From an optimization exercise on the open Yosys and OpenROAD flow, aimed at small area, a short achievable clock period and few clock cycles; shortcuts taken in it are not production practice. Function was checked by simulation only, so behaviour that the tests miss may differ from the original. Power is estimated from default activity; no workload was simulated.

// comp_unit_top
module comp_unit_top (
   input  wire logic                    clk,
   input  wire logic                    rst_n,
   input  wire logic [32-1:0]   tx_data_i,
   input  wire logic [4-1:0]    tx_rem_i,
   input  wire logic                    tx_sof_n_i,
   input  wire logic                    tx_eof_n_i,
   input  wire logic                    tx_sop_n_i,
   input  wire logic                    tx_eop_n_i,
   input  wire logic                    tx_src_rdy_n_i,
   output logic                         tx_dst_rdy_n_o,
   output logic [32-1:0]        rx_data_o,
   output logic [4-1:0]         rx_rem_o,
   output logic                         rx_sof_n_o,
   output logic                         rx_eof_n_o,
   output logic                         rx_sop_n_o,
   output logic                         rx_eop_n_o,
   output logic                         rx_src_rdy_n_o,
   input  wire logic                    rx_dst_rdy_n_i,
   input  wire logic [10-1:0]      dcr_abus_i,
   input  wire logic [31:0]             dcr_dbus_i,
   input  wire logic                    dcr_read_i,
   input  wire logic                    dcr_write_i,
   output logic [1-1:0]        dcr_ack_o,
   output logic [31:0]                  dcr_rdata_o,
   output logic                         rst_engine_req_o
);
For scale: roughly 5200 cells after synthesis, ~2400 flip-flops, roughly 0.089 mm2 of cells after synthesis.
clock: 6.0 ns
lec_check: 0
cap_margin: 20
core_margin: 2
core_utilization: 60
cts_cluster_diameter: 80
cts_cluster_size: 30
setup_slack_margin: 3.5
slew_margin: 20
run.sh (not shown) runs the stock make flow with config.mk's settings and CLKGATE_MAP_FILE= SYNTH_SCRIPT=/design/flow/synth_recipe.tcl, a recipe that flattens the netlist after the stock synthesis.
The starting point completed with no timing, DRC or antenna violations.
Testbench counts at the start, summed over its fixed seeds: cycles 11,075.
Rerun with:
CORE_UTILIZATION = 40   (was 60)
CTS_CLUSTER_DIAMETER = unset   (was 80)
CTS_CLUSTER_SIZE = unset   (was 30)
Effect: The new run completed with no timing, DRC or antenna violations. Clock skew is higher by 36 ps. Global-route usage went down by 15 points. Hold slack stays flat. Count of clock-buffer cells in the layout goes up by 190. Setup slack improved by 220 ps. Wire length came out higher by 4.3%. Synthesized area stays the same. Flip-flop and latch count does not change. Non-clock buffer count decreases by 31.

* * *

== job 105 ==
Another version of the RTL of comp_unit_top (not shown whole).
Size: ~5400 cells after synthesis, roughly 2400 flip-flops, roughly 90000 sq um of cells after synthesis.
==> flow/design.v (excerpt) <==
module comp_unit_top (
   input  wire logic                    clk,
   input  wire logic                    rst_n,
   input  wire logic [32-1:0]   tx_data_i,
   input  wire logic [4-1:0]    tx_rem_i,
   input  wire logic                    tx_sof_n_i,
   input  wire logic                    tx_eof_n_i,
   input  wire logic                    tx_sop_n_i,
   input  wire logic                    tx_eop_n_i,
   input  wire logic                    tx_src_rdy_n_i,
   output logic                         tx_dst_rdy_n_o,
   output logic [32-1:0]        rx_data_o,
   output logic [4-1:0]         rx_rem_o,
   output logic                         rx_sof_n_o,
   output logic                         rx_eof_n_o,
   output logic                         rx_sop_n_o,
   output logic                         rx_eop_n_o,
   output logic                         rx_src_rdy_n_o,
   input  wire logic                    rx_dst_rdy_n_i,
   input  wire logic [10-1:0]      dcr_abus_i,
   input  wire logic [31:0]             dcr_dbus_i,
   input  wire logic                    dcr_read_i,
   input  wire logic                    dcr_write_i,
   output logic [1-1:0]        dcr_ack_o,
   output logic [31:0]                  dcr_rdata_o,
   output logic                         rst_engine_req_o
);
clock: 6.0 ns
lec_check: 0
cap_margin: 20
core_margin: 2
core_utilization: 40
setup_slack_margin: 3.5
slew_margin: 20
Testbench counts of job 105, summed over its fixed seeds: cycles 11,075.
Changes in job 103 relative to job 105:
Settings: CTS_CLUSTER_DIAMETER newly set to 60; CTS_CLUSTER_SIZE newly set to 20.
### Flow results
Job 103: all stages complete, timing, DRC and antenna checks passed
In job 103, the clock share of power came out 5.2 points below the value in job 105.
Re final-report max-slew violation count: no difference whatsoever between job 103 and job 105.
Share of the clock period used by the worst path of job 105 is on par with job 103.

* * *

Another version of the RTL of comp_unit_top (not shown whole).
Size: about 5200 cells after synthesis, ~2400 flip-flops, roughly 89000 um^2 of cells after synthesis.
clock: 6.0 ns
lec_check: 0
cap_margin: 20
core_margin: 2
core_utilization: 40
cts_cluster_diameter: 60
cts_cluster_size: 20
setup_slack_margin: 3.15
slew_margin: 20
Testbench counts at the start, summed over its fixed seeds: cycles 11,063.
==> next run, changes <==
- SETUP_SLACK_MARGIN: 3.15 -> 3.5
Outcome: The new run produced a clean layout. Core utilization rises by 1.7 points. First-iteration DRC count came out higher by 2.4%. Via count increases by 2.6%.

* * *

the baseline:
comp_unit_top, a different RTL version from the one above (not shown whole).
For scale: roughly 2,400 flip-flops, ~160 I/O pins.
Settings: LEC_CHECK=0, CAP_MARGIN=20, CORE_MARGIN=2, CORE_UTILIZATION=40, SLEW_MARGIN=20; clock period 6.0 ns.
Testbench counts of the baseline, summed over its fixed seeds: cycles 11,075.
--- input diff the baseline..the candidate ---
- an added SETUP_SLACK_MARGIN of 3.2
### Flow results
- Compared to the baseline, the router laid down more metal wire for the candidate.
- Taking the baseline as the reference point, the number of cells on the critical path of the candidate rises by 1.
- Summary of the candidate over the baseline: register-to-register slack grew by 0.93 ns, hold path depth was more or less identical.

port drivers added, routing unchanged:
In the flow no input, the clock included, has a driving cell. The finished layouts below were timed again as built, in two steps.
Step 1 assumes that a clkbuf_16 drives the clock port and a buf_2 every other input.
Step 2 also shifts input and output timing later by t, the mid clock arrival at the registers, as if the neighbouring blocks saw the same clock.
Three values: no drivers, after step 1, after step 2; two values: the first two.
run | t (ns) | setup slack, ns | worst setup path at the end
the first run of note 1 | 0.863 | 2.945 / 2.861 / 2.736 | input to register
the second run of note 1 | 0.950 | 3.165 / 3.080 / 2.618 | input to register
job 105 | 0.978 | 3.356 / 3.329 / 2.512 | input to register
job 103 | 0.944 | 3.360 / 3.336 / 2.525 | input to register
the first run of note 3 | 0.940 | 2.857 / 2.857 / 2.175 | input to register
the second run of note 3 | 0.945 | 3.133 / 3.146 / 2.222 | input to register
the baseline | 0.926 | 1.495 / 1.495 / 1.495 | register to register
the candidate | 0.918 | 2.422 / 2.422 / 2.407 | input to register
After both steps every run listed still meets setup and hold. For the second run of note 3, which loses most, drivers alone change the setup slack by +0.013 ns; drivers and shift together by -0.911 ns.
